Context: an optimization exercise on an open-source flow, tuned for small area, a short achievable clock period and few clock cycles. The choices shown serve that exercise and are no tape-out recipe. The RTL was checked by simulation tests, not by an equivalence proof against the original design.

$ cat flow/run.sh
#!/bin/bash
# synth_recipe.tcl (not shown) runs the flow's synth.tcl, then flattens the netlist and writes it again
# the make line also repeats each setting of config.mk as NAME=value (left out here)
make -C /OpenROAD-flow-scripts/flow DESIGN_CONFIG=/design/flow/config.mk WORK_HOME=/design/flow/orfs CLKGATE_MAP_FILE= SYNTH_SCRIPT=/design/flow/synth_recipe.tcl finish
$ cat flow/config.mk
export PLATFORM = sky130hd
export DESIGN_NAME = hash_chain_anchor_sealer_core
export DESIGN_NICKNAME = hash_chain_anchor_sealer_core
export VERILOG_FILES = /design/flow/design.v
export SDC_FILE = /design/flow/constraint.sdc
export NUM_CORES = 4
export LEC_CHECK = 0
export CAP_MARGIN = 20
export CORE_MARGIN = 2
export CORE_UTILIZATION = 40
export SETUP_SLACK_MARGIN = 5
export SLEW_MARGIN = 20
$ cat flow/constraint.sdc
create_clock -name core_clock -period 11.0 [get_ports {clk}]
set_input_delay 2.2000 -clock core_clock [delete_from_list [all_inputs] [get_ports {clk}]]
set_output_delay 2.2000 -clock core_clock [all_outputs]
set_load 0.01 [all_outputs]
$ cat flow/design.v
package hcas_pkg;
	localparam logic [63:0] FNV_BASIS  = 64'hcbf29ce484222325;
	localparam logic [63:0] GOLDEN_ADD = 64'h9e3779b97f4a7c15;
	localparam logic [63:0] MIX_MUL_A  = 64'hbf58476d1ce4e5b9;
	localparam logic [63:0] MIX_MUL_B  = 64'h94d049bb133111eb;
	function automatic logic [63:0] fnv_step(input logic [63:0] h, input logic [7:0] b);
		logic [63:0] x;
		begin
			x = h ^ {56'd0, b};
			fnv_step = (x << 40) + (x << 8) + (x << 7) + (x << 5) + (x << 4) + (x << 1) + x;
		end
	endfunction
endpackage
import hcas_pkg::*;
module hcas_mul64 (
	input  logic        zstep,
	input  logic        sel_b,
	input  logic        first,
	input  logic [63:0] acc,
	input  logic [63:0] h,
	input  logic [16:0] dig,
	output logic [63:0] sum
);
	logic [63:0] c, c2;
	logic [63:0] row [9];
	logic [15:0] negs;
	function automatic logic [127:0] csa(input logic [63:0] a, input logic [63:0] b,
			input logic [63:0] d);
		csa = {((a & b) | (a & d) | (b & d)) << 1, a ^ b ^ d};
	endfunction
	always_comb begin
		logic one, two, neg;
		logic [63:0] mag;
		c    = sel_b ? MIX_MUL_B : MIX_MUL_A;
		c2   = c << 1;
		negs = '0;
		for (int r = 0; r < 8; r++) begin
			one = dig[2*r+1] ^ dig[2*r];
			two = (dig[2*r+2] & ~dig[2*r+1] & ~dig[2*r]) | (~dig[2*r+2] & dig[2*r+1] & dig[2*r]);
			neg = dig[2*r+2];
			mag = ({64{one}} & c) | ({64{two}} & c2);
			row[r + 1] = (mag ^ {64{neg}}) << (2 * r);
			negs[2*r] = neg;
		end
		row[1] = row[1] | ({64{zstep}} & (h >> 2));
		row[2] = row[2] | ({64{zstep}} & GOLDEN_ADD);
		row[4] = row[4] | ({64{zstep}} & (h << 6));
		row[0] = zstep ? acc : {first ? 48'd0 : acc[47:0], negs};
	end
	logic [63:0] s1a, c1a, s1b, c1b, s1c, c1c;
	logic [63:0] s2a, c2a, s2b, c2b;
	logic [63:0] s3, c3, s4, c4;
	assign {c1a, s1a} = csa(row[0], row[1], row[2]);
	assign {c1b, s1b} = csa(row[3], row[4], row[5]);
	assign {c1c, s1c} = csa(row[6], row[7], row[8]);
	assign {c2a, s2a} = csa(s1a, c1a, s1b);
	assign {c2b, s2b} = csa(c1b, s1c, c1c);
	assign {c3, s3}   = csa(s2a, c2a, s2b);
	assign {c4, s4}   = csa(s3, c3, c2b);
	assign sum = s4 + c4;
endmodule
import hcas_pkg::*;
module hash_chain_anchor_sealer_core (
	input  logic        clk,
	input  logic        arst_n,
	input  logic        in_valid,
	output logic        in_ready,
	input  logic [7:0]  data_byte,
	input  logic        byte_present,
	input  logic        vector_end,
	output logic        out_valid,
	input  logic        out_ready,
	output logic [63:0] anchor,
	output logic [63:0] input_hash,
	output logic [63:0] output_hash,
	output logic [63:0] context_hash
);
	localparam int D = 3;            
	logic       rdy_q, it_v, it_p, it_e;
	logic [7:0] it_b;
	logic [63:0] run_q, hv;
	logic       fire, push, pop;
	assign fire     = in_valid && rdy_q;
	assign in_ready = rdy_q;
	assign hv       = it_p ? hcas_pkg::fnv_step(run_q, it_b) : run_q;
	assign push     = it_v && it_e;
	logic [63:0] q [D];
	logic [2:0]  cnt, cnt_n;
	assign cnt_n = cnt + 3'(push) - 3'(pop);
	always_ff @(posedge clk or negedge arst_n) begin
		if (!arst_n) begin
			rdy_q <= 1'b1;
			it_v  <= 1'b0;
			run_q <= FNV_BASIS;
			cnt   <= 3'd0;
		end else begin
			it_v  <= fire;
			cnt   <= cnt_n;
			rdy_q <= (cnt_n + 3'(fire && vector_end)) < 3'(D);
			if (it_v)
				run_q <= it_e ? FNV_BASIS : hv;
		end
	end
	always_ff @(posedge clk) begin
		if (fire) begin
			it_b <= data_byte;
			it_p <= byte_present;
			it_e <= vector_end;
		end
		for (int i = 0; i < D; i++) begin
			if (pop) begin
				if (i == D - 1)
					q[i] <= hv;
				else if (push && 3'(i + 1) == cnt)
					q[i] <= hv;
				else
					q[i] <= q[i + 1];
			end else if (push && 3'(i) == cnt) begin
				q[i] <= hv;
			end
		end
	end
	logic        busy, phb, first, last;
	logic [1:0]  stg, step;
	logic [63:0] acc, mq, hsum;
	logic [63:0] in_h, out_h, ctx_h;
	logic        ov_q;
	assign pop  = !busy && (cnt != 3'd0) && (!ov_q || out_ready);
	hcas_mul64 u_mul (
		.zstep (!busy),
		.sel_b (phb),
		.first (first),
		.acc   (acc),
		.h     (q[0]),
		.dig   ({mq[63:48], mq[47]}),
		.sum   (hsum)
	);
	always_ff @(posedge clk or negedge arst_n) begin
		if (!arst_n) begin
			busy  <= 1'b0;
			phb   <= 1'b0;
			first <= 1'b0;
			last  <= 1'b0;
			step  <= 2'd0;
			stg   <= 2'd0;
			acc   <= 64'd0;
			mq    <= 64'd0;
			ov_q  <= 1'b0;
		end else begin
			if (busy && phb && last && stg == 2'd2)
				ov_q <= 1'b1;
			else if (out_ready)
				ov_q <= 1'b0;
			if (pop) begin
				busy  <= 1'b1;
				phb   <= 1'b0;
				first <= 1'b1;
				step  <= 2'd0;
				last  <= 1'b0;
			end else if (busy) begin
				step  <= step + 2'd1;
				first <= last;
				last  <= (step == 2'd2);
				if (last) begin
					phb <= 1'b1;
					if (phb) begin
						busy <= 1'b0;
						stg  <= (stg == 2'd2) ? 2'd0 : stg + 2'd1;
					end
				end
				acc <= hsum ^ ((phb && last) ? (hsum >> 31) : 64'd0);
			end
			if (pop)
				mq <= hsum ^ (hsum >> 30);
			else if (!phb && last)
				mq <= hsum ^ (hsum >> 27);
			else
				mq <= mq << 16;
		end
	end
	always_ff @(posedge clk) begin
		if (pop) begin
			if (stg == 2'd0) in_h  <= q[0];
			if (stg == 2'd1) out_h <= q[0];
			if (stg == 2'd2) ctx_h <= q[0];
		end
	end
	assign out_valid    = ov_q;
	assign anchor       = acc;
	assign input_hash   = in_h;
	assign output_hash  = out_h;
	assign context_hash = ctx_h;
endmodule
==> notes.md <==
## layer usage
| metal | vias up | share of wire, % | GRT usage (%) |
|---|---|---|---|
| met2 | 2287 | 44 | 51.1 |
| met1 | 22015 | 39 | 42.8 |
| li1 | 18591 | - | - |
| met4 | 8 | 6.7 | 17.3 |
| met5 | - | 0.026 | 0 |
| met3 | 579 | 9.9 | 8.27 |
## layout make-up
type,instances,area share [%]
repair inverters,2,0.0265
inverters,836,4.92
multi-input cells,3633,53.4
clock inverters,33,0.686
well taps,1662,3.15
clock buffers,100,3.07
repair buffers,712,10.7
flip-flops and latches,600,23.9
diodes,4,0.0152
## layout by cell type, fill, tap and decap left out, drive strengths merged, types with 29 or more instances in the layout
cell type,instances
nor3,40
dfrtp,177
clkbuf,101
clkdlybuf4s50,270
o21a,30
and2,30
xnor2,170
nand2,419
dfstp,29
a31oi,51
a21o,137
nand2b,39
nor2b,77
fa,638
mux2i,56
a21oi,465
edfxtp,266
dfxtp,128
o21ai,265
inv,832
o22ai,39
a211oi,29
nand3,44
buf,435
xor2,89
ha,198
o211ai,66
nor2,442
## registers in the layout, indices dropped and copies added (netlist names)
register,count
acc,64
busy,1
cnt,3
ctx_h,64
first,1
in_h,64
it_b,8
it_e,1
it_p,1
it_v,1
last,1
mq,64
out_h,64
ov_q,1
phb,1
q,192
rdy_q,1
run_q,64
step,2
stg,2
## tightest hold or removal path: cells and delay by family (launching register included)
family / cells / cell delay [ns]
flip-flops: 1 / 0.32
AND/OR/NAND/NOR: 2 / 0.09
## path summary, 6_finish.rpt
kind,to,slack (ns),cells after the start,startpoint
max in group asynchronous,run_q[15]$_DFFE_PN0P_,7.90,2,arst_n
hold reg to reg,mq[45]$_DFF_PN0_,0.43,2,mq[29]$_DFF_PN0_
setup / recovery,mq[18]$_DFF_PN0_,4.26,21,busy$_DFF_PN0_
min in group asynchronous,acc[35]$_DFFE_PN0P_,1.49,1,arst_n
hold / removal,mq[45]$_DFF_PN0_,0.43,2,mq[29]$_DFF_PN0_
setup reg to reg,mq[18]$_DFF_PN0_,4.26,21,busy$_DFF_PN0_
## timing repair
action / in CTS / in global routing
gates resized for setup: 686 / 281
pin swaps: 185 / 184
endpoints found under the setup margin: 230 / 223
setup buffers: 258 / 112
cloned: 11 / 1
## per-stage QoR
step / setup slack (ns) / cells / cell area [µm²] / hold WS [ns]
2_1_floorplan: 4.45 / 5308 / 51900 / 0.414
3_3_place_gp: 2.54 / 7063 / 56100 / 0.418
3_5_place_dp: 2.55 / 7063 / 56100 / 0.421
4_1_cts: 4.48 / 7465 / 63900 / 0.437
5_1_grt: 4.09 / 7579 / 66000 / 0.448
6_report: 4.26 / 7582 / 66000 / 0.433
## logic make-up (layout without fill, tap and decap cells)
logic type	count (synthesis)	in the layout	share of synthesized area [%]
xor gates and xnor gates	259	259	4.60
other	0	4	0
muxes	65	65	1.29
and+or+nand+nor	1199	1200	10.4
DFF	600	600	30.6
buffers and inverters	1076	1683	7.90
adders and majority gates	837	837	29.7
AOI/OAI and AO/OA	1272	1272	15.6
==> impl_metrics.env <==
export IMPL_outcome="finished clean"
export IMPL_synth_most_common_cell="inv_1"
export IMPL_yosysWarnings=5
export IMPL_routed_via_density=5.73
export IMPL_yosys_top_cells_count="inv_1, fa_1, a21oi_1"
export IMPL_die_w_um=363
export IMPL_routabilityCongestion=1.11
export IMPL_grt_first_pass_wirelength_mm=309
export IMPL_syn_inst=5308
export IMPL_drive_gt1_share_pct=22.0
export IMPL_hpwl_mm=164
export IMPL_grt_overflow=0
export IMPL_worstPathMaxFanout=7
export IMPL_crit_type="flop to flop"
export IMPL_worst_path_buf_inv=4
export IMPL_antenna_found_initial=9
export IMPL_synth_seq_area_share_pct=30.6
export IMPL_cpPeakStageDelay_ns=0.77
export IMPL_wl_mm=219
export IMPL_cts_tree="yes"
export IMPL_tightest_slew_ns=1.33
export IMPL_h_tree_depth=3
export IMPL_drc_errors=0
export IMPL_path_clk_slew_ns=0.06
export IMPL_hp_class="flop to flop"
export IMPL_rsz0062_at_grt="true"
export IMPL_max_freq_mhz=148
export IMPL_ys_async_sr_fraction_pct=34.3
export IMPL_cp_top_family="adder cells"
export IMPL_yosysTopAreaCell="fa_1"
export IMPL_hold_buffers=0
export IMPL_synth_edf_count=266
export IMPL_row_count=131
export IMPL_root_buffer="clkbuf_16"
export IMPL_path_cells="buf_6, buf_4, nor2b_2, nor2_1, fa_2, fa_1, fa_1, inv_1, fa_1, ha_4, nand4_1, o211ai_1, a21oi_2, or3_4, a21oi_1, a31o_2, a31oi_2, xnor2_2, buf_4, xnor2_1, o21ai_0"
export IMPL_drv_cap=0
export IMPL_num_vias=43480
export IMPL_syn_cell_area_um2=51400
export IMPL_yosysUniqueCellTypes=113
export IMPL_die_area_um2=131000
export IMPL_nets=6707
export IMPL_detail_route_wl_per_cell_um=28.8
export IMPL_area_growth_pct=28.3
export IMPL_grt_max_degree=97
export IMPL_cp_required_ns=11.56
export IMPL_multiInputGateArea_um2=35300
export IMPL_cpMostUsedCell="fa_1"
export IMPL_register_area_um2=15800
export IMPL_startpoint_type="flop"
export IMPL_first_global_vias=42654
export IMPL_slew_headroom_pct=11.2
export IMPL_finalMaxSlewViolations=0
export IMPL_yosys_top_cells_area="fa_1, edfxtp_1, dfrtp_1, inv_1, dfxtp_1"
export IMPL_period_minus_slack_ns=6.74
export IMPL_pin_count=272
export IMPL_post_route_util_pct=51.8
export IMPL_setup_viol=0
export IMPL_period_share_pct=61.3
export IMPL_drt_iter0_drc=4787
export IMPL_ys_flop_type="edfxtp_1"
export IMPL_antenna_left=0
export IMPL_clk_latency_ns=0.73
export IMPL_cp_slowest_cell="fa_2"
export IMPL_fillers=11424
export IMPL_fin_setup_tns_ns=0
export IMPL_grt_usage_pct=33.0
export IMPL_die_y_um=363
export IMPL_crit_path_end_kind="flop"
export IMPL_core_area_um2=128000
export IMPL_cts_buffer_depth=3
export IMPL_drtPass1Iterations=9
export IMPL_synth_nets=6158
export IMPL_critPathArrivalTime_ns=7.30
export IMPL_syn_area_per_cell_um2=9.69
export IMPL_synth_seq_cells=600
export IMPL_port_buffers=271
export IMPL_start_util_pct=40.3
export IMPL_numClockSinks=600
export IMPL_cts_buffers=72
export IMPL_clock_skew_ns=0.0344
export IMPL_synth_top_area_share_pct=24.8
export IMPL_report_final_hold_viol_count=0
Testbench counts, summed over its fixed seeds: cycles 29,978.

[re-timing with driven ports]
In the flow no input, the clock included, has a driving cell. The finished layout below was timed again as built, in two steps.
Step 1 (the two cells are an assumption about what drives the block):
set clk [get_ports {clk}]
set_driving_cell -lib_cell sky130_fd_sc_hd__clkbuf_16 $clk
set_driving_cell -lib_cell sky130_fd_sc_hd__buf_2 [delete_from_list [all_inputs] $clk]
Step 2 adds t to the input delays and takes it off the output delays; t is the mean of the earliest and latest rising clock arrival at the registers after step 1. Input paths then give back, and output paths get back, about the clock's delay inside the block.
a / b / c = ideal ports / drivers / drivers and shift; a / b = the first two.
shift t [ns]: 0.793
slack for setup (ns): 4.260 / 4.260 / 4.260
worst setup path at the end: register to register
slew at the worst register clock pin (ns): 0.07 / 0.07
worst slew at a driven data input, ns: 0.05
After both steps setup and hold are still met in this run. The setup slack of this run moves by 0.000 ns with the drivers and by 0.000 ns with both steps.
